This is an optimization exercise on Yosys and OpenROAD, whose aim is small area, not a production implementation. At most, simulation tests tie the RTL to the original design; equivalence was not proved. Only the layout flow was run in runs 1 to 4; the RTL was not checked for function there. Power and IR drop assume default switching activity.

## design/flow/config.mk

```make
export PLATFORM = sky130hd
export DESIGN_NAME = sorted_deadline_alarm_queue
export DESIGN_NICKNAME = sorted_deadline_alarm_queue
export VERILOG_FILES = /design/flow/design.v
export SDC_FILE = /design/flow/constraint.sdc
export NUM_CORES = 4
export LEC_CHECK = 0
export ABC_AREA = 1
export CAP_MARGIN = 20
export CORE_MARGIN = 2
export CORE_UTILIZATION = 40
export CTS_BUF_LIST = sky130_fd_sc_hd__clkbuf_8
export CTS_CLUSTER_DIAMETER = 60
export CTS_CLUSTER_SIZE = 20
export SLEW_MARGIN = 20
```

## design/flow/design.v

```verilog
`timescale 1ns / 1ps
package sdaq_pkg;
   localparam int QUEUE_DEPTH_DEF = 16;
   localparam int TIME_WIDTH_DEF  = 32;
   localparam int ID_W      = 8;
   localparam int DUR_W     = 16;
   localparam int NOW_W     = 32;
   localparam int TPU_W     = 10;
   localparam int PROD_W    = DUR_W + TPU_W;
   localparam int CNT_OUT_W = 5;
   localparam logic [TPU_W-1:0] TPU_RESET = TPU_W'(100);
   localparam int CSR_ADDR_W = 3;
   localparam int CSR_DATA_W = 32;
   localparam logic [0:0] REG_TICKS_PER_UNIT = 1'b0;
   localparam logic OP_SLEEP = 1'b0;
   localparam logic OP_CHECK = 1'b1;
   localparam logic STATUS_OK   = 1'b0;
   localparam logic STATUS_FULL = 1'b1;
   typedef struct packed {
      logic             operation;
      logic [ID_W-1:0]  waiter_id;
      logic [DUR_W-1:0] duration;
      logic [NOW_W-1:0] now;
   } req_type;
   typedef struct packed {
      logic                 woke;
      logic [ID_W-1:0]      woken_id;
      logic                 last;
      logic                 status;
      logic [CNT_OUT_W-1:0] waiting_count;
   } rsp_type;
   typedef enum logic [3:0] {
      S_IDLE,
      S_MUL,
      S_ADD,
      S_SCAN_RD,
      S_SCAN_CMP,
      S_SHIFT_RD,
      S_SHIFT_WR,
      S_INSERT,
      S_CHK_RD,
      S_CHK_CMP,
      S_REPLY
   } state_type;
endpackage
`timescale 1ns / 1ps
module sdaq_ram #(
   parameter int WIDTH = 8,
   parameter int DEPTH = 16
) (
   input  logic                     clock,
   input  logic                     we,
   input  logic [$clog2(DEPTH)-1:0] waddr,
   input  logic [WIDTH-1:0]         wdata,
   input  logic [$clog2(DEPTH)-1:0] raddr,
   output logic [WIDTH-1:0]         rdata
);
   logic [WIDTH-1:0] mem [DEPTH];
   logic [WIDTH-1:0] rdata_ff;
   always_ff @(posedge clock) begin
      if (we) begin
         mem[waddr] <= wdata;
      end
      rdata_ff <= mem[raddr];
   end
   assign rdata = rdata_ff;
endmodule
`timescale 1ns / 1ps
import sdaq_pkg::*;
module sorted_deadline_alarm_queue #(
   parameter int QUEUE_DEPTH = QUEUE_DEPTH_DEF,
   parameter int TIME_WIDTH  = TIME_WIDTH_DEF
) (
   input  logic                  clock,
   input  logic                  reset,
   input  logic                  req_valid,
   output logic                  req_stall,
   input  sdaq_pkg::req_type     req_data,
   output logic                  rsp_valid,
   input  logic                  rsp_stall,
   output sdaq_pkg::rsp_type     rsp_data,
   input  logic                  psel,
   input  logic                  penable,
   input  logic                  pwrite,
   input  logic [CSR_ADDR_W-1:0] paddr,
   input  logic [CSR_DATA_W-1:0] pwdata,
   output logic [CSR_DATA_W-1:0] prdata,
   output logic                  pready
);
   localparam int ENT_W = TIME_WIDTH + ID_W;    
   localparam int W     = 4;                    
   localparam int L     = ENT_W / W;            
   localparam int DLC   = TIME_WIDTH / W;       
   localparam int CW    = $clog2(L);
   localparam int NR    = 15;                   
   localparam logic [2:0] S_IDLE = 3'd0;
   localparam logic [2:0] S_DROP = 3'd1;
   localparam logic [2:0] S_CALC = 3'd2;
   localparam logic [2:0] S_SCAN = 3'd3;
   localparam logic [2:0] S_POP  = 3'd4;
   localparam logic [2:0] S_INS  = 3'd5;
   logic [TPU_W-1:0] tpu_ff;
   logic             csr_wr;
   logic             csr_hit;
   assign pready  = 1'b1;
   assign csr_hit = (paddr[CSR_ADDR_W-1:2] == REG_TICKS_PER_UNIT);
   assign csr_wr  = psel && penable && pwrite;
   assign prdata  = csr_hit ? CSR_DATA_W'(tpu_ff) : '0;
   always_ff @(posedge clock) begin
      if (reset) begin
         tpu_ff <= TPU_RESET;
      end else if (csr_wr && csr_hit) begin
         tpu_ff <= pwdata[TPU_W-1:0];
      end
   end
   logic [2:0]      state_ff;
   logic [CW-1:0]   c_ff;         
   logic [3:0]      q_ff;         
   logic [4:0]      n_ff;         
   logic [4:0]      i_ff;         
   logic            rsp_valid_ff;
   logic            woke_ff, flag_ff;    
   logic [ID_W-1:0] id_ff;
   logic            c_last, op, inloop;
   assign c_last = c_ff[3] && c_ff[0];
   assign op     = req_data.operation;
   assign inloop = !((state_ff == S_CALC) || (state_ff == S_INS) ||
                     ((state_ff == S_SCAN) && !op));
   logic [W*NR*L-1:0] ring_ff;
   logic [W*L-1:0]    s_ff;
   logic [W-1:0]      x, tap, s_out, y, s_in;
   assign x     = ring_ff[W-1:0];
   assign tap   = ring_ff[W*L +: W];
   assign s_out = s_ff[W-1:0];
   always_ff @(posedge clock) begin
      ring_ff <= {y, ring_ff[W*NR*L-1:W]};
      s_ff    <= {s_in, s_ff[W*L-1:W]};
   end
   logic f1_ff, f2_ff;    
   logic [W*L-1:0] dur_v, new_v;
   logic [W-1:0]   a, b, sum, new_lane;
   logic           cy_in, cy_out;
   logic           pass_now, first, rbit;
   assign dur_v    = (W*L)'(req_data.duration);
   assign new_v    = {req_data.waiter_id, req_data.now};
   assign new_lane = c_ff[3] ? (c_ff[0] ? new_v[39:36] : new_v[35:32])
                             : new_v[W*c_ff[2:0] +: W];
   assign pass_now = i_ff[4];
   assign first    = (i_ff == 5'd6);
   assign rbit     = tpu_ff[~i_ff[3:0]];
   always_comb begin
      if (first) begin
         a = '0;
      end else if (pass_now) begin
         a = s_out;
      end else begin
         a = {s_out[W-2:0], (c_ff == '0) ? 1'b0 : f2_ff};
      end
      if (pass_now) begin
         b = new_lane;
      end else begin
         b = (rbit && !c_ff[3] && !c_ff[2]) ? dur_v[W*c_ff[1:0] +: W] : '0;
      end
      cy_in = (c_ff == '0) ? 1'b0 : f1_ff;
      {cy_out, sum} = {1'b0, a} + {1'b0, b} + (W+1)'(cy_in);
      if (pass_now && c_ff[3]) begin    
         sum = b;
      end
   end
   logic [W-1:0] cmp_v, diff;
   logic         bw_in, bw_out, nz, later, cmp_end;
   assign cmp_v = op ? new_lane : s_out;
   assign cmp_end = (c_ff[2:0] == 3'd7);
   assign later   = nz && !diff[W-1];
   always_comb begin
      bw_in = (c_ff == '0) ? 1'b0 : f1_ff;
      {bw_out, diff} = {1'b0, tap} - {1'b0, cmp_v} - (W+1)'(bw_in);
      nz = ((c_ff == '0) ? 1'b0 : f2_ff) | (|diff);
   end
   always_ff @(posedge clock) begin
      f1_ff <= (state_ff == S_CALC) ? cy_out : bw_out;
      f2_ff <= (state_ff == S_CALC) ? s_out[W-1] : nz;
   end
   assign y    = inloop ? s_out : x;
   assign s_in = (state_ff == S_CALC) ? sum :
                 inloop               ? x   : s_out;
   logic pop_go, scan_eval, scan_done, accept;
   assign pop_go    = (state_ff == S_POP) && (q_ff == 4'd0) && !rsp_valid_ff;
   assign scan_eval = (i_ff != '0) || (q_ff == (inloop ? 4'd15 : 4'd14));
   assign scan_done = (i_ff == n_ff) || later;
   logic [3:0] q_inc;
   logic [4:0] i_step, n_step;
   logic       down;
   assign down   = (state_ff == S_POP);
   assign q_inc  = ((state_ff == S_INS) ? i_ff[3:0] : q_ff) + 1'b1;
   assign i_step = i_ff + {{4{down}}, 1'b1};
   assign n_step = n_ff + {{4{down}}, 1'b1};
   always_comb begin
      accept = 1'b0;
      case (state_ff)
         S_IDLE: accept = !rsp_valid_ff && !op && (n_ff == 5'd16);
         S_SCAN: accept = op && cmp_end && scan_eval && scan_done;
         S_INS:  accept = c_last;
         default: accept = 1'b0;
      endcase
   end
   assign req_stall = !accept;
   always_ff @(posedge clock) begin
      if (pop_go && c_last) begin
         id_ff <= {x, s_ff[W*L-1 -: W]};
      end
   end
   logic emit, scan_hit;
   assign scan_hit = cmp_end && scan_eval && scan_done;
   assign emit     = (req_valid && accept && (state_ff == S_IDLE)) ||
                     ((state_ff == S_INS) && c_last) ||
                     (scan_hit && op && (i_ff == '0)) ||
                     (pop_go && c_last);
   always_ff @(posedge clock) begin
      if (emit) begin
         woke_ff <= (state_ff == S_POP);
         flag_ff <= (state_ff == S_POP) ? (i_ff != 5'd1) : (state_ff == S_IDLE);
      end
   end
   always_ff @(posedge clock) begin
      if (reset) begin
         state_ff     <= S_IDLE;
         c_ff         <= '0;
         q_ff         <= '0;
         n_ff         <= '0;
         rsp_valid_ff <= 1'b0;
      end else begin
         c_ff         <= c_last ? '0 : c_ff + 1'b1;
         rsp_valid_ff <= emit || (rsp_valid_ff && rsp_stall);
         if (c_last) begin
            if (!inloop) begin
               q_ff <= (q_ff == 4'd14) ? 4'd0 : q_inc;
            end else begin
               q_ff <= q_inc;
            end
         end
         case (state_ff)
            S_IDLE: begin
               if (req_valid && !rsp_valid_ff && !accept) begin
                  state_ff <= op ? S_SCAN : S_DROP;
                  i_ff     <= '0;
               end
            end
            S_DROP: begin
               if (c_last && (q_ff == 4'd15)) begin
                  state_ff <= S_CALC;
                  i_ff     <= 5'd6;
               end
            end
            S_CALC: begin
               if (c_last) begin
                  if (pass_now) begin
                     state_ff <= S_SCAN;
                     i_ff     <= '0;
                  end else begin
                     i_ff <= i_step;
                  end
               end
            end
            S_SCAN: begin
               if (scan_hit) begin
                  state_ff <= !op ? S_INS : (i_ff == '0) ? S_IDLE : S_POP;
               end else if (cmp_end && scan_eval) begin
                  i_ff <= i_step;
               end
            end
            S_INS: begin
               if (c_last) begin
                  state_ff <= S_IDLE;
                  q_ff     <= q_inc;
                  n_ff     <= n_step;
               end
            end
            S_POP: begin
               if (pop_go && c_last) begin
                  n_ff <= n_step;
                  q_ff <= q_ff;    
                  i_ff <= i_step;
                  if (i_ff == 5'd1) begin
                     state_ff <= S_IDLE;
                  end
               end
            end
            default: begin
               state_ff <= S_IDLE;
            end
         endcase
      end
   end
   assign rsp_valid              = rsp_valid_ff;
   assign rsp_data.woke          = woke_ff;
   assign rsp_data.woken_id      = woke_ff ? id_ff : '0;
   assign rsp_data.last          = !(woke_ff && flag_ff);
   assign rsp_data.status        = !woke_ff && flag_ff;
   assign rsp_data.waiting_count = n_ff;
endmodule
```

## design/flow/flow/run.sh

```bash
#!/bin/bash
# The standard layout (the standard.sh: ORFS from synthesis to the
# final layout) with three changes: the port buffers are made of the
# smallest buffer cell, clock tree synthesis inserts no dummy loads, and the
# constant outputs share the single tie cell synthesis made.
set -e
export BUFFER_PORTS_ARGS="-buffer_cell sky130_fd_sc_hd__buf_1"
export SKIP_REPAIR_TIE_FANOUT=1
export CTS_ARGS="-sink_clustering_enable -repair_clock_nets -buf_list sky130_fd_sc_hd__clkbuf_8 -sink_clustering_size 20 -sink_clustering_max_diameter 60 -dont_use_dummy_load"
bash standard.sh > standard.log 2>&1
```

## design/flow/constraint.sdc

```tcl
create_clock -name core_clock -period 10.0 [get_ports {clock}]
set_input_delay 2.0000 -clock core_clock [delete_from_list [all_inputs] [get_ports {clock}]]
set_output_delay 2.0000 -clock core_clock [all_outputs]
set_load 0.01 [all_outputs]
```

## design/flow/standard.sh

```bash
#!/bin/bash
# synth_recipe.tcl (not shown) runs the flow's synth.tcl, then flattens the netlist and writes it again
# the make line also repeats each setting of config.mk as NAME=value (left out here)
make -C /OpenROAD-flow-scripts/flow DESIGN_CONFIG=/design/flow/config.mk WORK_HOME=/design/flow/orfs CLKGATE_MAP_FILE= SYNTH_SCRIPT=/design/flow/synth_recipe.tcl "${@:-finish}"
```

==> results by group, run 1 <==
Status
  – Run status: no timing/DRC/antenna violations

Place
  – DP Area: 17,500 µm²
  – Hpwl dp: 15.0 mm
  – Pre-CTS setup slack: 2.85 ns
  – Port bufs: 102
  – RD Place Congestion: 0.861

Routing
  – Vias: 7,904
  – First drt pass iteration count: 5
  – Vias per cell: 4.23
  – DR iter-0 viols: 481
  – WL final: 23.5 mm
  – DRC viols: 0
  – Final ANT Viol Nets: 0
  – Drt wl/cell: 12.6 µm

Timing
  – Final setup viols: 0
  – Max Fclk: 139 MHz
  – Final Cycle Share: 72.1%
  – RSZ-0062 raised after global routing: false
  – Crit path time final: 7.21 ns
  – Setup tns final: 0 ns
  – Worst Max-Slew Pin Slew: 0.916 ns
  – Hold Worst Slack: 0.294 ns
  – Clock Skew: 0.0524 ns
  – Final Hold Viols: 0
  – Crit path setup slack, layout: 2.79 ns
  – Slew Viols, Final: 0
  – Slew HR: 38.7%

Layout
  – Diode count: 0
  – Register area: 13,800 µm²
  – Share of cells above drive strength 1: 4.49%
  – Multi-input logic area: 2300 µm²
  – Layout area overhead: 7.97%
  – Nets: 1,461
  – Fillcell total: 3,748
  – Design area: 18,100 µm²

Worst setup path
  – Crit start category: input pin
  – Worst path required time: 8.00 ns
  – Worst Path Max Fanout: 10
  – Critical Path Sink Type: output port
  – CP Data Arrival Time: 5.21 ns
  – WS Path Type: in2out

Yosys
  – Top-area cell type share of the netlist area: 80.0%
  – Ys flop type: dfxtp_1
  – Mapped Nets: 1,361
  – Top post-synthesis cells by area: dfxtp_1 80%, edfxtp_1 2.7%, nand2_1 2.7%
  – Synth top cells by count: 669 x dfxtp_1, 119 x nand2_1, 84 x inv_1
  – Mapped Cells: 1,237
  – Synth Register Bits: 684
  – Syn Area/Cell: 13.5 µm²
  – Sequential area share after synthesis: 82.7%
  – Synth async-reset ratio: 0%
  – Library cells used by synthesis: 43
  – Post-synth EDFFs: 15
  – Cell taking the most area after synthesis: dfxtp_1
  – Dominant cell by count in the synthesized netlist: dfxtp_1
  – Netlist Area Pre-Place: 16,700 µm²
  – Synth Warn #: 1

Clocking
  – Setup repair bufs after CTS: 0
  – CTS root buf: clkbuf_8
  – CTS max path bufs: 3
  – CTS tree: yes
  – H-tree Lvls: 2
  – Hold_buf cts: 0
  – Clock slew at reported path FFs: 0.11 ns
  – Num CTS Buffers: 40
  – CTS sink cnt: 684
  – Cts repair resizes: 0
  – Latest clock arrival within the worst-skew pair: 0.59 ns

Worst hold path
  – Hold/Removal Path Class: reg2reg

Flow run
  – Total of max-cap violations: 0

Power and ir drop
  – Cell Pwr Density: 263 nW/µm²
  – Seq pwr share: 68.7%
  – NetSw: 1.11 mW
  – Sw frac: 23.4%
  – Worst vdd ir: 0.115 mV
  – Leak pwr: 7.36 nW
  – Pwr Total: 4.76 mW
  – Comb power frac: 8.6%
  – Clock Power Share: 22.7%
  – P_int: 3.64 mW

Floorplan
  – Initial Utilization: 40.7%
  – Die width: 209 µm
  – Die area: 43,500 µm²
  – Core area: 41,100 µm²
  – # rows: 74
  – Die Y-Extent: 209 µm
  – Top Ports: 150

GRT
  – Pin count of the biggest net entering global routing: 32
  – Vias in the first global route: 7,377
  – Global-route wire length before repair: 38.1 mm
  – GRT Total Usage: 10.8%
  – Overflow after GRT: 0
  – Initial antenna violation count: 1
## power by group through the flow
stage          Clock [mW]  Sequential (mW)  Combinational, mW
6_report             1.08             3.27              0.411
5_1_grt              1.23             3.31              0.469
4_1_cts              1.13             3.28              0.409
3_5_place_dp            0             3.32              0.406
3_3_place_gp            0             3.33              0.400
2_1_floorplan           0             3.26              0.329
## final timing paths
path                            depth (start not counted)                  from  slack (ns)              endpoint
worst max register to register                         22    c_ff[1]$_SDFF_PP0_        5.14     i_ff[0]$_DFFE_PP_
worst min register to register                          0  ring_ff[322]$_DFF_P_        0.29  ring_ff[318]$_DFF_P_
worst max-delay path                                   19          req_data[56]        2.79             req_stall
worst min-delay path                                    0  ring_ff[322]$_DFF_P_        0.29  ring_ff[318]$_DFF_P_
## placed cells by master (no fill, tap or decap), drive strengths merged, types with 2 or more instances in the layout
cell,count
a21oi,34
dfxtp,669
xnor2,4
conb,2
a32o,2
o21a,2
nor3,6
nand3b,2
or2,4
o31ai,2
o22ai,8
edfxtp,15
xor2,8
nand4,7
nor2,79
ha,19
o211ai,9
nand2,125
clkbuf,40
buf,103
nand3,25
a31oi,2
o21ai,60
o311ai,3
a211oi,5
fa,6
inv,86
a22oi,2
## stage by stage
step / cells / utilization [%]
floorplan: 1237 / -
global placement: 1827 / 42.6
detailed placement: 1827 / 42.6
CTS: 1867 / 44.0
global route: 1867 / 44.0
finish: 1867 / 44.0
## area by class of cell
type / count / area share [%]
clock buffers: 40 / 3.05
flip-flops and latches: 684 / 76.6
multi-input cells: 422 / 12.7
well taps: 532 / 3.68
repair buffers: 103 / 2.16
inverters: 86 / 1.79
## routing by layer
layer  routed length (µm)  part of all wire [%]  vias up  GRT usage (%)
li1                     -                     -     4049              -
met1                12700                    54     3605           17.0
met2                 8810                    38      216           14.8
met3                 1510                   6.4       34           2.30
met4                  387                   1.6        0           3.28
met5                    0                     0        -              0
## critical path: stages
cell and delay, ns:
buf_1 0.35, inv_1 0.22, o21ai_0 0.26, fa_1 0.49
ha_1 0.20, nor2_1 0.12, inv_1 0.08, fa_1 0.38
inv_1 0.07, nand2_1 0.06, nand2_1 0.08, nor2_1 0.05
nand3_1 0.08, nand2_1 0.08, nand2_1 0.09, nand3_2 0.11
o21ai_1 0.17, nand2_1 0.15, buf_1 0.17
## cell families after synthesis
logic type | after synthesis | share of synthesized area, %
AOI/OAI and AO/OA | 133 | 4.60
xor gates and xnor gates | 12 | 0.628
adders and majority gates | 25 | 2.14
buffers and inverters | 131 | 3.55
DFF | 684 | 82.7
other | 2 | 0.0449
and+or+nand+nor | 250 | 6.35
## sequential cells by signal (all words and copies together), names as in the netlist, named ones only
register      flops
ring_ff         600
s_ff             40
tpu_ff           10
id_ff             8
i_ff              5
n_ff              5
c_ff              4
state_ff          3
q_ff              2
f1_ff             1
f2_ff             1
flag_ff           1
rsp_valid_ff      1
woke_ff           1
==> inputs of run 2 (changes only) <==
--- a/design/flow/design.v
+++ b/design/flow/design.v
@@ -221,3 +221,3 @@
          woke_ff <= (state_ff == S_POP);
-         flag_ff <= (state_ff == S_POP) ? (i_ff != 5'd1) : (state_ff == S_IDLE);
+         flag_ff <= (state_ff == S_IDLE);    
       end
@@ -235,7 +235,3 @@
          if (c_last) begin
-            if (!inloop) begin
-               q_ff <= (q_ff == 4'd14) ? 4'd0 : q_inc;
-            end else begin
-               q_ff <= q_inc;
-            end
+            q_ff <= q_inc;
          end
@@ -297,4 +293,4 @@
    assign rsp_data.woken_id      = woke_ff ? id_ff : '0;
-   assign rsp_data.last          = !(woke_ff && flag_ff);
-   assign rsp_data.status        = !woke_ff && flag_ff;
+   assign rsp_data.last          = !(woke_ff && (state_ff == S_POP));
+   assign rsp_data.status        = flag_ff;
    assign rsp_data.waiting_count = n_ff;
==> run 2 against run 1 <==
Synthesized cell count shrank 0.57%; register-to-register slack hardly changed; clock skew up 0.0019 ns; largest cell class unchanged; still clean on timing, DRC and antenna; fmax increased by 0.81%.
==> results by group, run 2 <==
Status
  – Run status: no timing/DRC/antenna violations

Power and ir drop
  – Pwr Total: 4.80 mW (+0.91%)
  – Leak pwr: 7.32 nW (-0.43%)
  – Cell Pwr Density: 265 nW/µm² (+0.55%)
  – Worst vdd ir: 0.133 mV (+16%)

Worst hold path
  – Hold Path Depth: 0 (unchanged)
  – Hold/Removal Path Class: reg2reg
  – Hold Crit Start: ring_ff[356]$_DFF_P_
  – Worst Hold Path EP: ring_ff[352]$_DFF_P_

Floorplan
  – Initial Utilization: 40.8% (about the same)
  – Core area: 41,100 µm² (unchanged)
  – # rows: 74 (unchanged)
  – Die area: 43,500 µm² (about the same)
  – Die Y-Extent: 209 µm (about the same)
  – Die width: 209 µm (about the same)
  – Top Ports: 150 (unchanged)

Layout
  – Diode count: 0 (unchanged)
  – Max reg flops: 600 (unchanged)
  – Commonest non-fill, non-tap cells in the layout: 669 x dfxtp_1, 107 x nand2_1, 102 x buf_1
  – Design area: 18,100 µm² (+0.37%)
  – Layout area overhead: 8.27%
  – Most common cell after layout, fill and taps aside: dfxtp_1
  – Fillcell total: 3,825 (+2.1%)
  – Share of cells above drive strength 1: 5.78% (+1.3 points)
  – Biggest register: ring_ff
  – Top flop regs: ring_ff (600), s_ff (40), tpu_ff (10)
  – Nets: 1,458 (-0.21%)

Clocking
  – CTS tree: yes
  – Clock slew at reported path FFs: 0.11 ns (about the same)
  – CTS max path bufs: 3 (unchanged)
  – CTS root buf: clkbuf_8
  – Hold_buf cts: 0 (unchanged)
  – CTS sink cnt: 684 (unchanged)
  – Cts repair resizes: 0 (unchanged)
  – Num CTS Buffers: 44 (+10%)
  – H-tree Lvls: 2 (unchanged)
  – Setup repair bufs after CTS: 0 (unchanged)
  – Latest clock arrival within the worst-skew pair: 0.59 ns (about the same)

Worst setup path
  – Worst path buffer plus inverter count: 6 (+1)
  – Crit start category: input pin
  – Worst Path Max Fanout: 12 (+2)
  – WS Path Type: in2out
  – Worst R2R Setup Slack: 5.13 ns (about the same)
  – Crit-path cells: buf_1 -> inv_1 -> o21ai_0 -> fa_1 -> ha_1 -> nor2_1 -> inv_1 -> fa_1 -> inv_1 -> nand2_1 -> nand2_1 -> nor2_1 -> nand3_1 -> nand2_1 -> a21oi_1 -> nand2_2 -> nand2_1 -> inv_1 -> buf_1
  – Critical Path Sink Type: output port
  – CP max stage delay: 0.48 ns (about the same)
  – FF-to-FF Start: c_ff[1]$_SDFF_PP0_
  – FF-to-FF End: i_ff[0]$_DFFE_PP_
  – Slowest-stage cell, CP: fa_1
  – CP Data Arrival Time: 5.15 ns (-0.06 ns)
  – Worst path required time: 8.00 ns (about the same)
  – Top delay family on crit path: adder cells
  – Worst r2r path cells: 22 (unchanged)

Yosys
  – Cell taking the most area after synthesis: dfxtp_1
  – Dominant cell by count in the synthesized netlist: dfxtp_1
  – Largest family of logic cells by synthesized area: simple AND/OR/NAND/NOR gates
  – Post-synth EDFFs: 15 (unchanged)
  – Synth Area in Compound Gates: 4.67% (+0.070 points)
  – Netlist Area Pre-Place: 16,800 µm² (about the same)
  – Library cells used by synthesis: 47 (+9.3%)
  – Ys flop type: dfxtp_1
  – Top post-synthesis cells by area: dfxtp_1 80%, edfxtp_1 2.7%, nand2_1 2.4%
  – XOR/XNOR Fraction of Synth Area: 0.627% (about the same)
  – Mapped Nets: 1,354 (-0.51%)
  – Synth async-reset ratio: 0% (unchanged)
  – Adder-cell share of the synthesized area: 2.14% (about the same)
  – Mux contribution to synthesized area: 0% (unchanged)
  – Simple-gate area share of the yosys netlist: 6.33% (-0.014 points)
  – Top-area cell type share of the netlist area: 79.9% (about the same)
  – Synth top cells by count: 669 x dfxtp_1, 107 x nand2_1, 80 x nor2_1
  – Mapped Cells: 1,230 (-0.57%)
  – Syn Area/Cell: 13.6 µm² (+0.67%)
  – Synth Register Bits: 684 (unchanged)
  – Sequential area share after synthesis: 82.6% (about the same)
  – Synth Warn #: 1 (unchanged)

GRT
  – Met1 usage: 16.3% (-0.72 points)
  – Vias in the first global route: 7,719 (+4.6%)
  – Met3 Track Usage GR: 3.17% (+0.87 points)
  – GRT met2 Usage: 16.7% (+1.9 points)
  – Pin count of the biggest net entering global routing: 32 (unchanged)
  – GRT Total Usage: 11.4% (+0.52 points)
  – Overflow after GRT: 0 (unchanged)
  – Initial antenna violation count: 1 (unchanged)
  – Top Usage Layer GRT: met2
  – Global-route wire length before repair: 39.8 mm (+4.5%)

Routing
  – Final ANT Viol Nets: 0 (unchanged)
  – WL final: 24.0 mm (+2.2%)
  – Vias: 7,882 (-0.28%)
  – DR iter-0 viols: 466 (-3.1%)
  – DRC viols: 0 (unchanged)
  – Drt wl/cell: 12.9 µm (+2.3%)
  – Vias per cell: 4.23 (-0.12%)
  – First drt pass iteration count: 4 (-1)

Timing
  – Slew Viols, Final: 0 (unchanged)
  – Hold Worst Slack: 0.260 ns (-0.0339 ns)
  – Final setup viols: 0 (unchanged)
  – RSZ-0062 raised after global routing: false
  – Worst Max-Slew Pin Slew: 0.793 ns (-0.123 ns)
  – Crit path setup slack, layout: 2.85 ns (+0.0582 ns)
  – Setup tns final: 0 ns (unchanged)
  – Crit path time final: 7.15 ns (-0.0582 ns)
  – Max Fclk: 140 MHz (+0.81%)
  – Clock Skew: 0.0543 ns (+0.00186 ns)
  – Final Cycle Share: 71.5% (-0.58 points)
  – Final Hold Viols: 0 (unchanged)
  – Slew HR: 46.9% (+8.2 points)

Place
  – Port bufs: 102 (unchanged)
  – Hpwl dp: 15.4 mm (+3.1%)
  – DP Area: 17,500 µm² (about the same)
  – Pre-CTS setup slack: 2.87 ns (+0.0156 ns)
  – RD Place Congestion: 0.802 (-6.9%)

Flow run
  – Total of max-cap violations: 0 (unchanged)
## run 2: worst max-delay path by stage
stage | startpoint | end | slack (ns) | cells after the start
floorplan | req_data[4] | req_stall | 3.60 | 20
global placement | req_data[56] | req_stall | 2.86 | 19
detailed placement | req_data[56] | req_stall | 2.87 | 19
CTS | req_data[56] | req_stall | 2.86 | 19
global route | req_data[56] | req_stall | 2.48 | 19
finish | req_data[56] | req_stall | 2.85 | 19
## run 2: layout make-up
type | count | area, µm² | share of cell area [%]
clock buffer | 44 | 606 | 3.34
inverter | 84 | 315 | 1.74
multi-input combinational | 416 | 2310 | 12.8
sequential | 684 | 13800 | 76.3
tap | 532 | 666 | 3.67
timing repair buffer | 104 | 398 | 2.19
## run 2: worst reg2reg max path: stages, from the launching register on
cell and delay (ns):
dfxtp_1 0.61, inv_1 0.35, nor2_1 0.20, o22ai_1 0.11, nand2_1 0.06, o211ai_1 0.13, o21ai_0 0.26, fa_1 0.48
ha_1 0.19, nor2_1 0.11, inv_1 0.07, fa_1 0.35, inv_1 0.08, nor2_1 0.04, nor2_1 0.13, nand3_1 0.14
nand2_1 0.17, a21oi_1 0.10, nand2_2 0.09, nand3_2 0.07, nand2_2 0.08, nand2_1 0.06, a211oi_1 0.60
## run 2: cells by family (layout without fill, tap and decap cells)
kind of cell / after synthesis / in the layout
AOI/OAI and AO/OA: 135 / 135
xor gates and xnor gates: 12 / 12
adders and majority gates: 25 / 25
buffers and inverters: 130 / 232
DFF: 684 / 684
other: 2 / 2
and+or+nand+nor: 242 / 242
## run 2: through the flow
stage,instances,util (%)
floorplan,1230,-
global placement,1820,42.7
detailed placement,1820,42.7
CTS,1864,44.1
global route,1864,44.1
finish,1864,44.1
## run 2: where the power goes
part	internal (mW)	leakage (nW)	switching, mW
sequential	3.13	5.57	0.126
clock	0.397	0.316	0.729
combinational	0.147	1.44	0.269
total	3.68	7.32	1.12
## run 2: routing by layer
metal  wire length [µm]  vias to the layer above
met5                 13                        -
met4                472                        2
met1              12200                     3652
met2               9820                      148
met3               1450                       41
li1                   -                     4039
==> inputs of run 3 (changes only) <==
--- a/design/flow/flow/run.sh
+++ b/design/flow/flow/run.sh
@@ -8,3 +8,3 @@
 export SKIP_REPAIR_TIE_FANOUT=1
-export CTS_ARGS="-sink_clustering_enable -repair_clock_nets -buf_list sky130_fd_sc_hd__clkbuf_8 -sink_clustering_size 20 -sink_clustering_max_diameter 60 -dont_use_dummy_load"
+export CTS_ARGS="-sink_clustering_enable -repair_clock_nets -buf_list {sky130_fd_sc_hd__clkbuf_4 sky130_fd_sc_hd__clkbuf_8} -sink_clustering_buffer sky130_fd_sc_hd__clkbuf_8 -sink_clustering_size 20 -sink_clustering_max_diameter 60 -dont_use_dummy_load"
 bash standard.sh > standard.log 2>&1
==> run 3 against run 2 <==
Largest power group unchanged; routed wire length did not move; via count did not move; combinational power barely moved; register-to-register slack barely moved; sequential power barely moved; setup slack did not move; fmax did not move; still clean; die area did not move; area after synthesis did not move; power did not move; final cell count did not move; sequential cell count did not move.
==> results by group, run 3 <==
Place
  – Placed Cells incl. Taps: 1,820 (unchanged)
  – Pre-CTS setup slack: 2.87 ns (unchanged)
  – RD Place Congestion: 0.802 (unchanged)
  – Hpwl dp: 15.4 mm (unchanged)
  – Port bufs: 102 (unchanged)
  – DP Area: 17,500 µm² (unchanged)

Flow run
  – Total of max-cap violations: 0 (unchanged)

Worst setup path
  – FF-to-FF Start: c_ff[1]$_SDFF_PP0_
  – CP Data Arrival Time: 5.15 ns (about the same)
  – Crit start category: input pin
  – Crit-path cells: buf_1 -> inv_1 -> o21ai_0 -> fa_1 -> ha_1 -> nor2_1 -> inv_1 -> fa_1 -> inv_1 -> nand2_1 -> nand2_1 -> nor2_1 -> nand3_1 -> nand2_1 -> a21oi_1 -> nand2_2 -> nand2_1 -> inv_1 -> buf_1
  – Worst path required time: 8.00 ns (about the same)
  – FF-to-FF End: i_ff[0]$_DFFE_PP_
  – WS Path Type: in2out
  – Critical Path Sink Type: output port
  – Slowest-stage cell, CP: fa_1
  – Worst Path Max Fanout: 12 (unchanged)
  – Worst r2r path cells: 22 (unchanged)
  – Worst R2R Setup Slack: 5.13 ns (about the same)
  – CP max stage delay: 0.48 ns (about the same)

Clocking
  – Latest clock arrival within the worst-skew pair: 0.59 ns (about the same)
  – Clock slew at reported path FFs: 0.11 ns (about the same)
  – Setup repair bufs after CTS: 0 (unchanged)
  – Num CTS Buffers: 44 (unchanged)
  – CTS root buf: clkbuf_8
  – Hold_buf cts: 0 (unchanged)
  – Cts repair resizes: 0 (unchanged)
  – CTS tree: yes
  – CTS max path bufs: 3 (unchanged)
  – H-tree Lvls: 2 (unchanged)
  – CTS sink cnt: 684 (unchanged)

Worst hold path
  – Hold Crit Start: ring_ff[356]$_DFF_P_
  – Hold/Removal Path Class: reg2reg
  – Worst Hold Path EP: ring_ff[352]$_DFF_P_
  – Hold Path Depth: 0 (unchanged)

Timing
  – Final setup viols: 0 (unchanged)
  – Max Fclk: 140 MHz (unchanged)
  – Crit path time final: 7.15 ns (unchanged)
  – Final Cycle Share: 71.5% (unchanged)
  – Crit path setup slack, layout: 2.85 ns (unchanged)
  – Worst Max-Slew Pin Slew: 0.793 ns (unchanged)
  – Slew HR: 46.9% (unchanged)
  – Setup tns final: 0 ns (unchanged)
  – RSZ-0062 raised after global routing: false
  – Final Hold Viols: 0 (unchanged)
  – Clock Skew: 0.0543 ns (unchanged)
  – Slew Viols, Final: 0 (unchanged)

Routing
  – Vias: 7,882 (unchanged)
  – DRC viols: 0 (unchanged)
  – Vias per cell: 4.23 (unchanged)
  – DR iter-0 viols: 466 (unchanged)
  – WL final: 24.0 mm (unchanged)
  – Drt wl/cell: 12.9 µm (unchanged)
  – First drt pass iteration count: 4 (unchanged)
  – Final ANT Viol Nets: 0 (unchanged)

Status
  – Run status: no timing/DRC/antenna violations

Floorplan
  – Die width: 209 µm (unchanged)
  – Initial Utilization: 40.8% (unchanged)
  – Top Ports: 150 (unchanged)
  – Die area: 43,500 µm² (unchanged)
  – Core area: 41,100 µm² (unchanged)
  – # rows: 74 (unchanged)
  – Die Y-Extent: 209 µm (unchanged)

Yosys
  – Synth Warn #: 1 (unchanged)
  – Mapped Nets: 1,354 (unchanged)
  – Top-area cell type share of the netlist area: 79.9% (unchanged)
  – Top post-synthesis cells by area: dfxtp_1 80%, edfxtp_1 2.7%, nand2_1 2.4%
  – Synth async-reset ratio: 0% (unchanged)
  – Syn Area/Cell: 13.6 µm² (unchanged)
  – Dominant cell by count in the synthesized netlist: dfxtp_1
  – Sequential area share after synthesis: 82.6% (unchanged)
  – Cell taking the most area after synthesis: dfxtp_1
  – Post-synth EDFFs: 15 (unchanged)
  – Library cells used by synthesis: 47 (unchanged)
  – Ys flop type: dfxtp_1
  – Mapped Cells: 1,230 (unchanged)
  – Netlist Area Pre-Place: 16,800 µm² (unchanged)
  – Synth top cells by count: 669 x dfxtp_1, 107 x nand2_1, 80 x nor2_1
  – Synth Register Bits: 684 (unchanged)

Layout
  – Nets: 1,458 (unchanged)
  – Final Non-Filler Cells: 1,864 (unchanged)
  – Register area: 13,800 µm² (unchanged)
  – Layout area overhead: 8.27% (unchanged)
  – Top flop regs: ring_ff (600), s_ff (40), tpu_ff (10)
  – Commonest non-fill, non-tap cells in the layout: 669 x dfxtp_1, 107 x nand2_1, 102 x buf_1
  – Max reg flops: 600 (unchanged)
  – Design area: 18,100 µm² (unchanged)
  – Biggest register: ring_ff
  – Diode count: 0 (unchanged)
  – Most common cell after layout, fill and taps aside: dfxtp_1
  – Multi-input logic area: 2310 µm² (unchanged)
  – Fillcell total: 3,825 (unchanged)
  – Share of cells above drive strength 1: 5.78% (unchanged)

GRT
  – GRT Total Usage: 11.4% (unchanged)
  – Vias in the first global route: 7,719 (unchanged)
  – Overflow after GRT: 0 (unchanged)
  – Initial antenna violation count: 1 (unchanged)
  – Global-route wire length before repair: 39.8 mm (unchanged)
  – Pin count of the biggest net entering global routing: 32 (unchanged)

Power and ir drop
  – Pwr Total: 4.80 mW (unchanged)
  – Leak pwr: 7.32 nW (unchanged)
  – Worst vdd ir: 0.133 mV (unchanged)
  – Cell Pwr Density: 265 nW/µm² (unchanged)
==> run 3: cell counts after synthesis <==
No cell type changed its count.
==> run 3: cell families after synthesis <==
group           Yosys count  synth area share, %
flops                   684                 82.6
simple gates            242                 6.33
compound gates          135                 4.67
buf+inv                 130                 3.58
fa+ha+maj                25                 2.14
xor+xnor                 12                0.627
other cells               2               0.0448
==> run 3: how the worst max path moves through the flow <==
stage                      to         start  depth (start not counted)  slack, ns
finish              req_stall  req_data[56]                         19       2.85
global route        req_stall  req_data[56]                         19       2.48
CTS                 req_stall  req_data[56]                         19       2.86
detailed placement  req_stall  req_data[56]                         19       2.87
global placement    req_stall  req_data[56]                         19       2.86
floorplan           req_stall   req_data[4]                         20       3.60
==> run 3: layout make-up <==
type,count,share of cell area (%)
flip-flops and latches,684,76.3
inverters,84,1.74
well taps,532,3.67
repair buffers,104,2.19
multi-input cells,416,12.8
clock buffers,44,3.34
==> run 3: power breakdown <==
| group | switching (mW) | internal [mW] | total [mW] |
|---|---|---|---|
| Sequential | 0.126 | 3.13 | 3.26 |
| Combinational | 0.269 | 0.147 | 0.416 |
| Clock | 0.729 | 0.397 | 1.13 |
| Total | 1.12 | 3.68 | 4.80 |
==> run 3: metal layers <==
metal / up-vias / GRT usage (%) / wire (µm)
met1: 3652 / 16.3 / 12200
met3: 41 / 3.17 / 1450
met2: 148 / 16.7 / 9820
met4: 2 / 3.52 / 472
met5: - / 0 / 13
li1: 4039 / - / -
==> run 3: per-stage QoR <==
stage,util (%),hold WS (ns)
floorplan,-,0.310
global placement,42.7,0.311
detailed placement,42.7,0.312
CTS,44.1,0.261
global route,44.1,0.260
finish,44.1,0.260
==> run 3: critical path: cells and delay by family <==
kind,cells,cell delay (ns)
compound gates,2,0.47
fa+ha+maj,3,1.02
buf+inv,6,0.94
simple gates,8,0.72
==> inputs of run 4 (changes only) <==
--- a/design/flow/design.v
+++ b/design/flow/design.v
@@ -138,3 +138,3 @@
    end
-   logic f1_ff, f2_ff;    
+   logic f1_ff, f2_ff;
    logic [W*L-1:0] dur_v, new_v;
@@ -142,3 +142,5 @@
    logic           cy_in, cy_out;
-   logic           pass_now, first, rbit;
+   logic           calc, c0, pass_now, first, rbit;
+   assign calc     = (state_ff == S_CALC);
+   assign c0       = (c_ff == '0);
    assign dur_v    = (W*L)'(req_data.duration);
@@ -151,37 +153,33 @@
    always_comb begin
-      if (first) begin
-         a = '0;
-      end else if (pass_now) begin
-         a = s_out;
+      if (!calc) begin
+         a = tap;
+         b = ~(op ? new_lane : s_out);
       end else begin
-         a = {s_out[W-2:0], (c_ff == '0) ? 1'b0 : f2_ff};
-      end
-      if (pass_now) begin
-         b = new_lane;
-      end else begin
-         b = (rbit && !c_ff[3] && !c_ff[2]) ? dur_v[W*c_ff[1:0] +: W] : '0;
-      end
-      cy_in = (c_ff == '0) ? 1'b0 : f1_ff;
+         if (first) begin
+            a = '0;
+         end else if (pass_now) begin
+            a = s_out;
+         end else begin
+            a = {s_out[W-2:0], c0 ? 1'b0 : f2_ff};
+         end
+         if (pass_now) begin
+            b = new_lane;
+         end else begin
+            b = (rbit && !c_ff[3] && !c_ff[2]) ? dur_v[W*c_ff[1:0] +: W] : '0;
+         end
+      end
+      cy_in = c0 ? !calc : f1_ff;
       {cy_out, sum} = {1'b0, a} + {1'b0, b} + (W+1)'(cy_in);
-      if (pass_now && c_ff[3]) begin    
-         sum = b;
-      end
-   end
-   logic [W-1:0] cmp_v, diff;
-   logic         bw_in, bw_out, nz, later, cmp_end;
-   assign cmp_v = op ? new_lane : s_out;
+   end
+   logic nz, later, cmp_end;
    assign cmp_end = (c_ff[2:0] == 3'd7);
-   assign later   = nz && !diff[W-1];
-   always_comb begin
-      bw_in = (c_ff == '0) ? 1'b0 : f1_ff;
-      {bw_out, diff} = {1'b0, tap} - {1'b0, cmp_v} - (W+1)'(bw_in);
-      nz = ((c_ff == '0) ? 1'b0 : f2_ff) | (|diff);
-   end
-   always_ff @(posedge clock) begin
-      f1_ff <= (state_ff == S_CALC) ? cy_out : bw_out;
-      f2_ff <= (state_ff == S_CALC) ? s_out[W-1] : nz;
+   assign nz      = (c0 ? 1'b0 : f2_ff) | (|sum);
+   assign later   = nz && !sum[W-1];
+   always_ff @(posedge clock) begin
+      f1_ff <= cy_out;
+      f2_ff <= calc ? s_out[W-1] : nz;
    end
    assign y    = inloop ? s_out : x;
-   assign s_in = (state_ff == S_CALC) ? sum :
-                 inloop               ? x   : s_out;
+   assign s_in = calc     ? ((pass_now && c_ff[3]) ? b : sum) :    
+                 inloop   ? x : s_out;
    logic pop_go, scan_eval, scan_done, accept;
--- a/design/flow/flow/run.sh
+++ b/design/flow/flow/run.sh
@@ -8,3 +8,3 @@
 export SKIP_REPAIR_TIE_FANOUT=1
-export CTS_ARGS="-sink_clustering_enable -repair_clock_nets -buf_list {sky130_fd_sc_hd__clkbuf_4 sky130_fd_sc_hd__clkbuf_8} -sink_clustering_buffer sky130_fd_sc_hd__clkbuf_8 -sink_clustering_size 20 -sink_clustering_max_diameter 60 -dont_use_dummy_load"
+export CTS_ARGS="-sink_clustering_enable -repair_clock_nets -buf_list sky130_fd_sc_hd__clkbuf_8 -sink_clustering_size 20 -sink_clustering_max_diameter 60 -dont_use_dummy_load"
 bash standard.sh > standard.log 2>&1
==> run 4 against run 3 <==
Still clean; first-iteration DRC count decreased by 33%; setup slack gained 0.50 ns; final cell count fell by 0.91%; via count down 1.3%; combinational power fell by 6.2%; global-route usage down 1.2 points; sequential cell count unchanged; highest routed layer is now met4.
==> results by group, run 4 <==
Layout
  – Fillcell total: 3,688 (-3.6%)
  – Nets: 1,433 (-1.7%)
  – Share of cells above drive strength 1: 4.56% (-1.2 points)
  – Diode count: 0 (unchanged)
  – Final Util: 43.8% (-0.29 points)
  – Top flop regs: ring_ff (600), s_ff (40), tpu_ff (10)
  – Biggest register: ring_ff
  – Layout area overhead: 8.20% (about the same)
  – Design area: 17,900 µm² (-1.3%)
  – Most common cell after layout, fill and taps aside: dfxtp_1
  – Max reg flops: 600 (unchanged)
  – Final Non-Filler Cells: 1,847 (-0.91%)
  – Commonest non-fill, non-tap cells in the layout: 669 x dfxtp_1, 102 x buf_1, 99 x nand2_1

Place
  – Placed Cells incl. Taps: 1,805 (-0.82%)
  – RD Place Congestion: 0.851 (+6.1%)
  – Pre-CTS setup slack: 3.38 ns (+0.508 ns)
  – Port bufs: 102 (unchanged)
  – Hpwl dp: 13.1 mm (-15%)
  – DP Area: 17,300 µm² (-1.2%)

Yosys
  – Mapped Nets: 1,331 (-1.7%)
  – Syn Area/Cell: 13.6 µm² (about the same)
  – Dominant cell by count in the synthesized netlist: dfxtp_1
  – Post-synth EDFFs: 15 (unchanged)
  – Top post-synthesis cells by area: dfxtp_1 81%, edfxtp_1 2.7%, o21ai_0 2.3%
  – Netlist Area Pre-Place: 16,500 µm² (-1.3%)
  – Synth async-reset ratio: 0% (unchanged)
  – Mapped Cells: 1,215 (-1.2%)
  – Ys flop type: dfxtp_1
  – Library cells used by synthesis: 37 (-21%)
  – Top-area cell type share of the netlist area: 80.9% (+1.0 points)
  – Synth Warn #: 1 (unchanged)
  – Synth Register Bits: 684 (unchanged)
  – Synth top cells by count: 669 x dfxtp_1, 99 x nand2_1, 85 x nor2_1
  – Sequential area share after synthesis: 83.7% (+1.1 points)
  – Cell taking the most area after synthesis: dfxtp_1

Power and ir drop
  – Worst vdd ir: 0.118 mV (-11%)
  – Leak pwr: 7.29 nW (-0.52%)
  – Pwr Total: 4.71 mW (-1.8%)
  – Cell Pwr Density: 263 nW/µm² (-0.46%)

Timing
  – Clock Skew: 0.0502 ns (-0.00411 ns)
  – Hold Worst Slack: 0.264 ns (+0.00461 ns)
  – Setup tns final: 0 ns (unchanged)
  – Slew Viols, Final: 0 (unchanged)
  – Final Cycle Share: 66.5% (-5.0 points)
  – Final setup viols: 0 (unchanged)
  – Final Hold Viols: 0 (unchanged)
  – RSZ-0062 raised after global routing: false
  – Crit path time final: 6.65 ns (-0.503 ns)
  – Crit path setup slack, layout: 3.35 ns (+0.503 ns)
  – Max Fclk: 150 MHz (+7.6%)
  – Worst Max-Slew Pin Slew: 1.03 ns (+0.234 ns)
  – Slew HR: 31.3% (-16 points)

Worst setup path
  – FF-to-FF Start: c_ff[1]$_SDFF_PP0_
  – CP Data Arrival Time: 4.65 ns (-0.50 ns)
  – Worst r2r path cells: 18 (-18%)
  – FF-to-FF End: i_ff[2]$_DFFE_PP_
  – WS Path Type: in2out
  – Worst setup path start: req_data[56]
  – Critical Path Sink Type: output port
  – Worst Path Max Fanout: 9 (-3)
  – Crit start category: input pin
  – Worst R2R Setup Slack: 5.71 ns (+0.58 ns)
  – CP endpoint: req_stall
  – Worst path required time: 8.00 ns (about the same)

Routing
  – Vias per cell: 4.21 (-0.40%)
  – DR iter-0 viols: 311 (-33%)
  – WL final: 21.6 mm (-9.9%)
  – Drt wl/cell: 11.7 µm (-9.0%)
  – First drt pass iteration count: 4 (unchanged)
  – Final ANT Viol Nets: 0 (unchanged)
  – DRC viols: 0 (unchanged)
  – Vias: 7,779 (-1.3%)

GRT
  – Pin count of the biggest net entering global routing: 31 (-3.1%)
  – Overflow after GRT: 0 (unchanged)
  – Initial antenna violation count: 0 (-1)
  – Vias in the first global route: 7,651 (-0.88%)
  – GRT Total Usage: 10.2% (-1.2 points)
  – Global-route wire length before repair: 36.7 mm (-7.6%)

Floorplan
  – Core area: 40,800 µm² (-0.68%)
  – Initial Utilization: 40.5% (-0.24 points)
  – # rows: 74 (unchanged)
  – Die Y-Extent: 207 µm (-0.62%)
  – Die width: 207 µm (-0.62%)
  – Die area: 43,000 µm² (-1.2%)
  – Top Ports: 150 (unchanged)

Clocking
  – Latest clock arrival within the worst-skew pair: 0.57 ns (-0.02 ns)
  – CTS tree: yes
  – CTS sink cnt: 684 (unchanged)
  – Clock slew at reported path FFs: 0.11 ns (about the same)
  – CTS root buf: clkbuf_8
  – CTS max path bufs: 3 (unchanged)
  – Cts repair resizes: 0 (unchanged)
  – Hold_buf cts: 0 (unchanged)
  – H-tree Lvls: 2 (unchanged)
  – Setup repair bufs after CTS: 0 (unchanged)
  – Num CTS Buffers: 42 (-4.5%)

Worst hold path
  – Hold/Removal Path Class: reg2reg

Status
  – Run status: no timing/DRC/antenna violations

Flow run
  – Total of max-cap violations: 0 (unchanged)
run 4: worst min-delay path by stage:
stage	start	to	slack (ns)	cells after the start
after floorplan	ring_ff[4]$_DFF_P_	ring_ff[0]$_DFF_P_	0.31	0
after global placement	ring_ff[6]$_DFF_P_	ring_ff[2]$_DFF_P_	0.31	0
after detailed placement	ring_ff[182]$_DFF_P_	ring_ff[178]$_DFF_P_	0.31	0
after CTS	ring_ff[197]$_DFF_P_	ring_ff[193]$_DFF_P_	0.27	0
after global routing	ring_ff[189]$_DFF_P_	ring_ff[185]$_DFF_P_	0.26	0
final	ring_ff[197]$_DFF_P_	ring_ff[193]$_DFF_P_	0.26	0
run 4: kinds of logic after synthesis:
| logic type | share of synthesized area [%] |
|---|---|
| compound gates | 4.55 |
| flops | 83.7 |
| buf+inv | 3.54 |
| xor+xnor | 0.741 |
| other cells | 0.0454 |
| fa+ha+maj | 1.47 |
| simple gates | 5.99 |
run 4: power breakdown:
part | internal (mW) | switching (mW) | leakage, nW | total [mW]
clock | 0.380 | 0.716 | 0.302 | 1.10
sequential | 3.11 | 0.117 | 5.57 | 3.23
combinational | 0.134 | 0.256 | 1.41 | 0.390
run 4: worst max-delay path, stage by stage:
cell and delay [ns]:
buf_1 0.25, inv_1 0.21, a21oi_1 0.16, o21ai_0 0.09, nand2_1 0.10, inv_1 0.07, fa_1 0.41, inv_1 0.08
fa_1 0.42, inv_1 0.06, nor2_1 0.04, nand3_1 0.10, nand2_1 0.07, nand2_1 0.11, nand4_1 0.14, nand2_1 0.12
inv_1 0.06, buf_1 0.12
run 4: cell type report:
cell class              count  area (µm²)  area share, %
repair buffers            103         390           2.18
flip-flops and latches    684       13800           77.3
clock buffers              42         578           3.23
multi-input cells         404        2120           11.8
inverters                  82         308           1.72
well taps                 532         666           3.72
run 4: metal layers:
metal | part of all wire, % | global-route usage [%]
met3 | 5.7 | 2.68
met2 | 39 | 14.2
met5 | 0 | 0
met1 | 52 | 15.0
met4 | 2.8 | 4.19
==> inputs of run 5 (changes only) <==
--- a/design/flow/design.v
+++ b/design/flow/design.v
@@ -142,3 +142,3 @@
    logic           cy_in, cy_out;
-   logic           calc, c0, pass_now, first, rbit;
+   logic           calc, c0, pass_now, first, idc, rbit;
    assign calc     = (state_ff == S_CALC);
@@ -152,2 +152,3 @@
    assign rbit     = tpu_ff[~i_ff[3:0]];
+   assign idc      = calc && pass_now && c_ff[3];
    always_comb begin
@@ -157,3 +158,3 @@
       end else begin
-         if (first) begin
+         if (first || idc) begin
             a = '0;
@@ -170,3 +171,3 @@
       end
-      cy_in = c0 ? !calc : f1_ff;
+      cy_in = (c0 || idc) ? !calc : f1_ff;
       {cy_out, sum} = {1'b0, a} + {1'b0, b} + (W+1)'(cy_in);
@@ -182,4 +183,4 @@
    assign y    = inloop ? s_out : x;
-   assign s_in = calc     ? ((pass_now && c_ff[3]) ? b : sum) :    
-                 inloop   ? x : s_out;
+   assign s_in = calc   ? sum :
+                 inloop ? x   : s_out;
    logic pop_go, scan_eval, scan_done, accept;
@@ -237,3 +238,3 @@
             S_IDLE: begin
-               if (req_valid && !rsp_valid_ff && !accept) begin
+               if (req_valid && !rsp_valid_ff && !accept && c_last) begin
                   state_ff <= op ? S_SCAN : S_DROP;
--- a/design/flow/config.mk
+++ b/design/flow/config.mk
@@ -7,3 +7,2 @@
 export LEC_CHECK = 0
-export ABC_AREA = 1
 export CAP_MARGIN = 20
==> run 5 against run 4 <==
Final cell count fell by 7.7%; die area rose by 0.14%; fmax fell by 12%; register-to-register slack got worse by 0.57 ns; area after synthesis rose by 0.14%; clock power barely moved; critical endpoint unchanged; largest power group unchanged.
==> results by group, run 5 <==
Status
  – Run status: no timing/DRC/antenna violations

Yosys
  – Library cells used by synthesis: 67 (+81%)
  – Top-area cell type share of the netlist area: 80.8% (-0.11 points)
  – Ys flop type: dfxtp_1
  – Netlist Area Pre-Place: 16,600 µm² (+0.14%)
  – Synth top cells by count: 669 x dfxtp_1, 55 x nand2_1, 32 x a21oi_1
  – Synth Warn #: 1 (unchanged)
  – Dominant cell by count in the synthesized netlist: dfxtp_1
  – Mapped Cells: 1,078 (-11%)
  – Post-synth EDFFs: 15 (unchanged)
  – Sequential area share after synthesis: 83.6% (-0.11 points)
  – Synth Register Bits: 684 (unchanged)
  – Syn Area/Cell: 15.4 µm² (+13%)
  – Mapped Nets: 1,194 (-10%)
  – Top post-synthesis cells by area: dfxtp_1 81%, edfxtp_1 2.7%, mux4_2 1.8%
  – Synth async-reset ratio: 0% (unchanged)
  – Cell taking the most area after synthesis: dfxtp_1

Timing
  – Final setup viols: 0 (unchanged)
  – Final Hold Viols: 0 (unchanged)
  – Final Cycle Share: 75.5% (+9.0 points)
  – Crit path time final: 7.55 ns (+0.904 ns)
  – Slew HR: 32.7% (+1.3 points)
  – RSZ-0062 raised after global routing: false
  – Setup tns final: 0 ns (unchanged)
  – Max Fclk: 132 MHz (-12%)
  – Crit path setup slack, layout: 2.45 ns (-0.904 ns)
  – Worst Max-Slew Pin Slew: 1.00 ns (-0.0246 ns)
  – Slew Viols, Final: 0 (unchanged)
  – Clock Skew: 0.0597 ns (+0.00948 ns)

Clocking
  – H-tree Lvls: 2 (unchanged)
  – CTS max path bufs: 3 (unchanged)
  – Clock slew at reported path FFs: 0.11 ns (about the same)
  – CTS tree: yes
  – Hold_buf cts: 0 (unchanged)
  – Latest clock arrival within the worst-skew pair: 0.59 ns (+0.02 ns)
  – Num CTS Buffers: 42 (unchanged)
  – CTS sink cnt: 684 (unchanged)
  – Setup repair bufs after CTS: 0 (unchanged)
  – Cts repair resizes: 0 (unchanged)
  – CTS root buf: clkbuf_8

GRT
  – Overflow after GRT: 0 (unchanged)
  – Vias in the first global route: 7,225 (-5.6%)
  – GRT Total Usage: 10.4% (+0.21 points)
  – Pin count of the biggest net entering global routing: 31 (unchanged)
  – Global-route wire length before repair: 37.0 mm (+0.81%)
  – Initial antenna violation count: 0 (unchanged)

Worst setup path
  – CP Data Arrival Time: 5.55 ns (+0.90 ns)
  – Worst r2r path cells: 12 (-6)
  – Worst path required time: 8.00 ns (about the same)
  – Worst Path Max Fanout: 5 (-4)
  – Critical Path Sink Type: output port
  – WS Path Type: in2out
  – Crit start category: input pin

Worst hold path
  – Hold/Removal Path Class: reg2reg
  – Hold Path Depth: 0 (unchanged)

Power and ir drop
  – Cell Pwr Density: 237 nW/µm² (-10%)
  – Worst vdd ir: 0.112 mV (-5.4%)
  – Leak pwr: 6.88 nW (-5.5%)

Floorplan
  – Die area: 43,100 µm² (+0.14%)
  – Die width: 208 µm (about the same)
  – Initial Utilization: 40.6% (+0.055 points)
  – # rows: 74 (unchanged)
  – Die Y-Extent: 208 µm (about the same)
  – Top Ports: 150 (unchanged)
  – Core area: 40,800 µm² (unchanged)

Layout
  – Biggest register: ring_ff
  – Commonest non-fill, non-tap cells in the layout: 669 x dfxtp_1, 102 x buf_1, 55 x nand2_1
  – Most common cell after layout, fill and taps aside: dfxtp_1
  – Diode count: 0 (unchanged)
  – Max reg flops: 600 (unchanged)
  – Top flop regs: ring_ff (600), s_ff (40), tpu_ff (10)
  – Nets: 1,291 (-9.9%)
  – Share of cells above drive strength 1: 6.73% (+2.2 points)
  – Fillcell total: 3,675 (-0.35%)
  – Layout area overhead: 8.10% (about the same)

Flow run
  – Total of max-cap violations: 0 (unchanged)

Routing
  – Final ANT Viol Nets: 0 (unchanged)
  – Drt wl/cell: 13.0 µm (+11%)
  – DR iter-0 viols: 424 (+36%)
  – WL final: 22.2 mm (+2.5%)
  – Vias per cell: 4.28 (+1.5%)
  – DRC viols: 0 (unchanged)
  – First drt pass iteration count: 4 (unchanged)
  – Vias: 7,291 (-6.3%)

Place
  – RD Place Congestion: 0.865 (+1.7%)
  – Pre-CTS setup slack: 2.45 ns (-0.923 ns)
  – Hpwl dp: 13.5 mm (+2.6%)
  – Port bufs: 102 (unchanged)
run 5: changes by cell type after synthesis, moves of 6 or more:
cell / previous run / this run
mux2_2: 0 / 6
nand2_1: 99 / 55
nand3_2: 6 / 0
and2_1: 0 / 9
nor2_1: 85 / 29
inv_1: 79 / 19
mux4_2: 0 / 13
nor2b_1: 0 / 13
mux2i_1: 0 / 14
nand3b_1: 0 / 6
o21ai_0: 76 / 17
nand3_1: 24 / 9
run 5: cell type report:
class | instances | area (µm²) | share of cell area [%]
Clock buffer | 42 | 578 | 3.23
Inverter | 19 | 71.3 | 0.398
Multi-Input combinational cell | 323 | 2350 | 13.1
Sequential cell | 684 | 13800 | 77.3
Tap cell | 532 | 666 | 3.72
Timing Repair Buffer | 105 | 405 | 2.26
run 5: where the power goes:
group	internal [mW]	switching (mW)
registers	2.87	0.0622
clock network	0.381	0.730
logic	0.0886	0.107
run 5: worst paths after layout:
path	startpoint	endpoint	slack, ns
worst min-delay path	ring_ff[581]$_DFF_P_	ring_ff[577]$_DFF_P_	0.30
worst min register to register	ring_ff[581]$_DFF_P_	ring_ff[577]$_DFF_P_	0.30
worst max-delay path	req_data[28]	req_stall	2.45
worst max register to register	state_ff[1]$_SDFFE_PP0P_	i_ff[2]$_DFFE_PP_	5.14
run 5: worst max-delay path, stage by stage:
cell       delay [ns]
buf_1            0.07
mux4_2           0.47
o22ai_1          0.21
a21oi_1          0.12
mux2_2           0.30
o21ai_0          0.24
fa_1             0.25
inv_1            0.06
fa_1             0.40
xnor2_1          0.17
a2111oi_2        0.37
o21bai_1         0.25
a32oi_4          0.12
a31oi_1          0.33
buf_1            0.20
run 5: cell families (layout without fill, tap and decap cells):
group | count (synthesis) | after routing | synth area share [%]
simple gates | 165 | 165 | 5.09
buf+inv | 71 | 166 | 2.32
fa+ha+maj | 17 | 17 | 1.47
flops | 684 | 684 | 83.6
xor+xnor | 14 | 14 | 0.740
compound gates | 92 | 92 | 3.76
mux | 33 | 33 | 3.02
other cells | 2 | 2 | 0.0453
run 5: per-stage QoR:
stage	instance area (µm²)	util, %	hold WS, ns	cells	total power, mW
after floorplan	16600	-	0.310	1078	3.13
after global placement	17300	42.4	0.311	1663	3.19
after detailed placement	17300	42.4	0.312	1663	3.19
after CTS	17900	43.9	0.300	1705	4.30
after global routing	17900	43.9	0.300	1705	4.44
final	17900	43.9	0.299	1705	4.24
run 5: per-layer routing:
metal  routed length [µm]  part of all wire [%]  up-vias  global-route usage [%]
met1                11600                    53     3454                    15.5
met5                    0                     0        -                       0
met2                 8780                    40      117                    14.5
met4                  650                   2.9        0                    4.01
li1                     -                     -     3661                       -
met3                 1080                   4.9       59                    2.51
==> inputs of run 6 (changes only) <==
--- a/design/flow/config.mk
+++ b/design/flow/config.mk
@@ -7,2 +7,3 @@
 export LEC_CHECK = 0
+export ABC_AREA = 1
 export CAP_MARGIN = 20
==> run 6 against run 5 <==
Still clean; global-route usage is 0.28 points lower; utilization is 0.097 points lower; clock skew is 0.020 ns lower; first-iteration DRC count is 35% lower; largest cell class unchanged.
==> results by group, run 6 <==
Power and ir drop
  – Cell Pwr Density: 255 nW/µm² (+7.7%)
  – Comb power frac: 6.6% (+2.0 points)
  – Sw frac: 22.3% (+1.1 points)
  – Leak pwr: 7.18 nW (+4.3%)
  – NetSw: 1.01 mW (+13%)
  – Clock Power Share: 23.9% (-2.3 points)
  – Worst vdd ir: 0.123 mV (+10%)
  – P_int: 3.53 mW (+5.7%)
  – Seq pwr share: 69.5% (+0.3 points)

Worst setup path
  – CP Data Arrival Time: 4.87 ns (-0.68 ns)
  – Critical Path Sink Type: output port
  – FF-to-FF Start: state_ff[2]$_SDFFE_PP0P_
  – WS Path Type: in2out
  – Worst setup path start: req_data[4]
  – Crit start category: input pin
  – Worst path required time: 8.00 ns (about the same)
  – Worst Path Max Fanout: 3 (-2)

Yosys
  – Synth top cells by count: 669 x dfxtp_1, 100 x nand2_1, 70 x inv_1
  – Sequential area share after synthesis: 84.0% (+0.43 points)
  – Post-synth EDFFs: 15 (unchanged)
  – Mapped Nets: 1,300 (+8.9%)
  – Synth Register Bits: 684 (unchanged)
  – Synth async-reset ratio: 0% (unchanged)
  – Netlist Area Pre-Place: 16,500 µm² (-0.51%)
  – Mapped Cells: 1,184 (+9.8%)
  – Dominant cell by count in the synthesized netlist: dfxtp_1
  – Cell taking the most area after synthesis: dfxtp_1
  – Ys flop type: dfxtp_1
  – Library cells used by synthesis: 45 (-33%)
  – Syn Area/Cell: 13.9 µm² (-9.4%)
  – Synth Warn #: 1 (unchanged)
  – Top-area cell type share of the netlist area: 81.3% (+0.42 points)
  – Top post-synthesis cells by area: dfxtp_1 81%, edfxtp_1 2.7%, nand2_1 2.3%

Clocking
  – CTS root buf: clkbuf_8
  – CTS tree: yes
  – Cts repair resizes: 0 (unchanged)
  – CTS max path bufs: 3 (unchanged)
  – Num CTS Buffers: 41 (-2.4%)
  – H-tree Lvls: 2 (unchanged)
  – Latest clock arrival within the worst-skew pair: 0.59 ns (about the same)
  – Setup repair bufs after CTS: 0 (unchanged)
  – Clock slew at reported path FFs: 0.10 ns (about the same)
  – CTS sink cnt: 684 (unchanged)
  – Hold_buf cts: 0 (unchanged)

Timing
  – Max Fclk: 146 MHz (+9.9%)
  – Crit path time final: 6.87 ns (-0.682 ns)
  – Final setup viols: 0 (unchanged)
  – Setup tns final: 0 ns (unchanged)
  – RSZ-0062 raised after global routing: false
  – Crit path setup slack, layout: 3.13 ns (+0.682 ns)
  – Worst Max-Slew Pin Slew: 0.726 ns (-0.276 ns)
  – Final Cycle Share: 68.7% (-6.8 points)
  – Final Hold Viols: 0 (unchanged)
  – Slew Viols, Final: 0 (unchanged)
  – Slew HR: 51.6% (+19 points)
  – Hold Worst Slack: 0.303 ns (+0.00403 ns)
  – Clock Skew: 0.0396 ns (-0.0201 ns)

Worst hold path
  – Hold/Removal Path Class: reg2reg
  – Hold Crit Start: ring_ff[232]$_DFF_P_

Place
  – Pre-CTS setup slack: 3.17 ns (+0.721 ns)
  – Hpwl dp: 13.1 mm (-2.4%)
  – Port bufs: 102 (unchanged)
  – RD Place Congestion: 0.838 (-3.1%)

GRT
  – Global-route wire length before repair: 34.8 mm (-6.0%)
  – Pin count of the biggest net entering global routing: 29 (-6.5%)
  – Initial antenna violation count: 0 (unchanged)
  – Vias in the first global route: 7,157 (-0.94%)
  – Overflow after GRT: 0 (unchanged)
  – GRT Total Usage: 10.1% (-0.28 points)

Layout
  – Fillcell total: 3,711 (+0.98%)
  – Diode count: 0 (unchanged)
  – Most common cell after layout, fill and taps aside: dfxtp_1
  – Commonest non-fill, non-tap cells in the layout: 669 x dfxtp_1, 102 x buf_1, 100 x nand2_1
  – Top flop regs: ring_ff (600), s_ff (40), tpu_ff (10)
  – Layout area overhead: 8.18% (about the same)
  – Max reg flops: 600 (unchanged)
  – Nets: 1,401 (+8.5%)
  – Share of cells above drive strength 1: 4.91% (-1.8 points)
  – Biggest register: ring_ff

Routing
  – Final ANT Viol Nets: 0 (unchanged)
  – DR iter-0 viols: 274 (-35%)
  – First drt pass iteration count: 4 (unchanged)
  – WL final: 21.4 mm (-3.6%)
  – Vias per cell: 4.15 (-2.9%)
  – Drt wl/cell: 11.8 µm (-9.4%)
  – Highest routed layer: met4
  – DR WL met2: 8.31 mm (-5.4%)
  – M1 WL: 11.4 mm (-2.4%)
  – Vias: 7,534 (+3.3%)
  – Met3 wire length: 1.12 mm (+3.7%)
  – DRC viols: 0 (unchanged)

Floorplan
  – Die width: 207 µm (-0.25%)
  – Top Ports: 150 (unchanged)
  – Die Y-Extent: 207 µm (-0.25%)
  – Initial Utilization: 40.5% (-0.12 points)
  – Core area: 40,700 µm² (-0.23%)
  – # rows: 74 (unchanged)
  – Die area: 42,800 µm² (-0.51%)

Status
  – Run status: no timing/DRC/antenna violations

Flow run
  – Total of max-cap violations: 0 (unchanged)
## run 6: changes by cell type after synthesis, moves of 6 or more
cell,delta
nand2_1,+45
inv_1,+51
nand3_2,+7
and2_1,-9
o211ai_1,+7
o21ai_0,+52
mux4_2,-13
nor2_1,+31
nor2b_1,-13
mux2i_1,-13
nand3_1,+7
mux2_2,-6
## run 6: cells by family after synthesis
| logic type | synth area share [%] |
|---|---|
| DFF | 84.0 |
| buffers and inverters | 3.34 |
| adders and majority gates | 1.47 |
| other | 0.0456 |
| xor gates and xnor gates | 0.744 |
| AOI/OAI and AO/OA | 4.96 |
| and+or+nand+nor | 5.38 |
| muxes | 0.0607 |
## run 6: per-layer routing
metal / up-vias / GRT usage [%]
li1: 3908 / -
met5: - / 0
met2: 128 / 14.6
met4: 0 / 4.48
met1: 3463 / 14.5
met3: 35 / 2.45
## run 6: cell type report
class | count | area [µm²] | area share (%)
clock buffer | 41 | 564 | 3.16
inverter | 72 | 270 | 1.52
multi-input combinational | 382 | 2090 | 11.7
sequential | 684 | 13800 | 77.6
tap | 532 | 666 | 3.73
timing repair buffer | 104 | 398 | 2.23
## run 6: worst paths after layout
path / endpoint / slack (ns) / cells after the start
worst min-delay path: ring_ff[228]$_DFF_P_ / 0.30 / 0
worst max-delay path: req_stall / 3.13 / 19
worst max register to register: i_ff[0]$_DFFE_PP_ / 5.40 / 18
worst min register to register: ring_ff[228]$_DFF_P_ / 0.30 / 0
## run 6: through the flow
stage          instances  utilization (%)  instance area (µm²)  power, mW
3_5_place_dp        1774             42.4                17300       3.52
3_3_place_gp        1774             42.4                17300       3.52
4_1_cts             1815             43.8                17800       4.61
2_1_floorplan       1184                -                16500       3.41
5_1_grt             1815             43.8                17800       4.79
6_report            1815             43.8                17800       4.55
## run 6: power groups by stage
stage | Combinational [mW] | Clock (mW) | Sequential [mW]
finish | 0.301 | 1.09 | 3.16
global route | 0.347 | 1.25 | 3.20
CTS | 0.302 | 1.14 | 3.17
detailed placement | 0.300 | 0 | 3.22
global placement | 0.293 | 0 | 3.22
floorplan | 0.240 | 0 | 3.17
## run 6: worst max-delay path, cell delays in order
cell	delay, ns
buf_1	0.07
o21ai_0	0.23
o22ai_1	0.11
a21oi_1	0.22
nand2_1	0.07
o21ai_0	0.09
o21ai_0	0.09
a21oi_1	0.19
fa_1	0.23
inv_1	0.06
fa_1	0.40
xor2_1	0.27
nand3_1	0.16
nand2_1	0.13
nand2_1	0.11
nand4_2	0.14
nand2_1	0.09
inv_1	0.07
buf_1	0.15

==> re-timing with driven ports <==
No port has a modelled driver above. Below, the same layouts with a new extraction and two added sets of constraints. Step 1: set_driving_cell puts a clkbuf_16 on clock and a buf_2 on each other input, an assumption about the parent block. Step 2 adds t to the input delays and takes it off the output delays; t is the mean of the earliest and latest rising clock arrival at the registers after step 1. Input paths then give back, and output paths get back, about the clock's delay inside the block. Slacks: no drivers / after step 1 / after step 2; pairs: no drivers / after step 1.
| run | t (ns) | setup slack, ns | pins driven straight from the clock port |
|---|---|---|---|
| run 1 | 0.609 | 2.791 / 2.737 / 2.737 | 1 |
| run 2 | 0.598 | 2.849 / 2.800 / 2.800 | 1 |
| run 3 | 0.598 | 2.849 / 2.800 / 2.800 | 1 |
| run 4 | 0.599 | 3.352 / 3.325 / 3.325 | 1 |
| run 5 | 0.606 | 2.448 / 2.427 / 2.427 | 1 |
| run 6 | 0.601 | 3.130 / 3.106 / 3.106 | 1 |
After both steps every run listed still meets setup and hold. The setup slack of run 1, which loses most, moves by -0.054 ns with the drivers and by -0.054 ns with both steps.
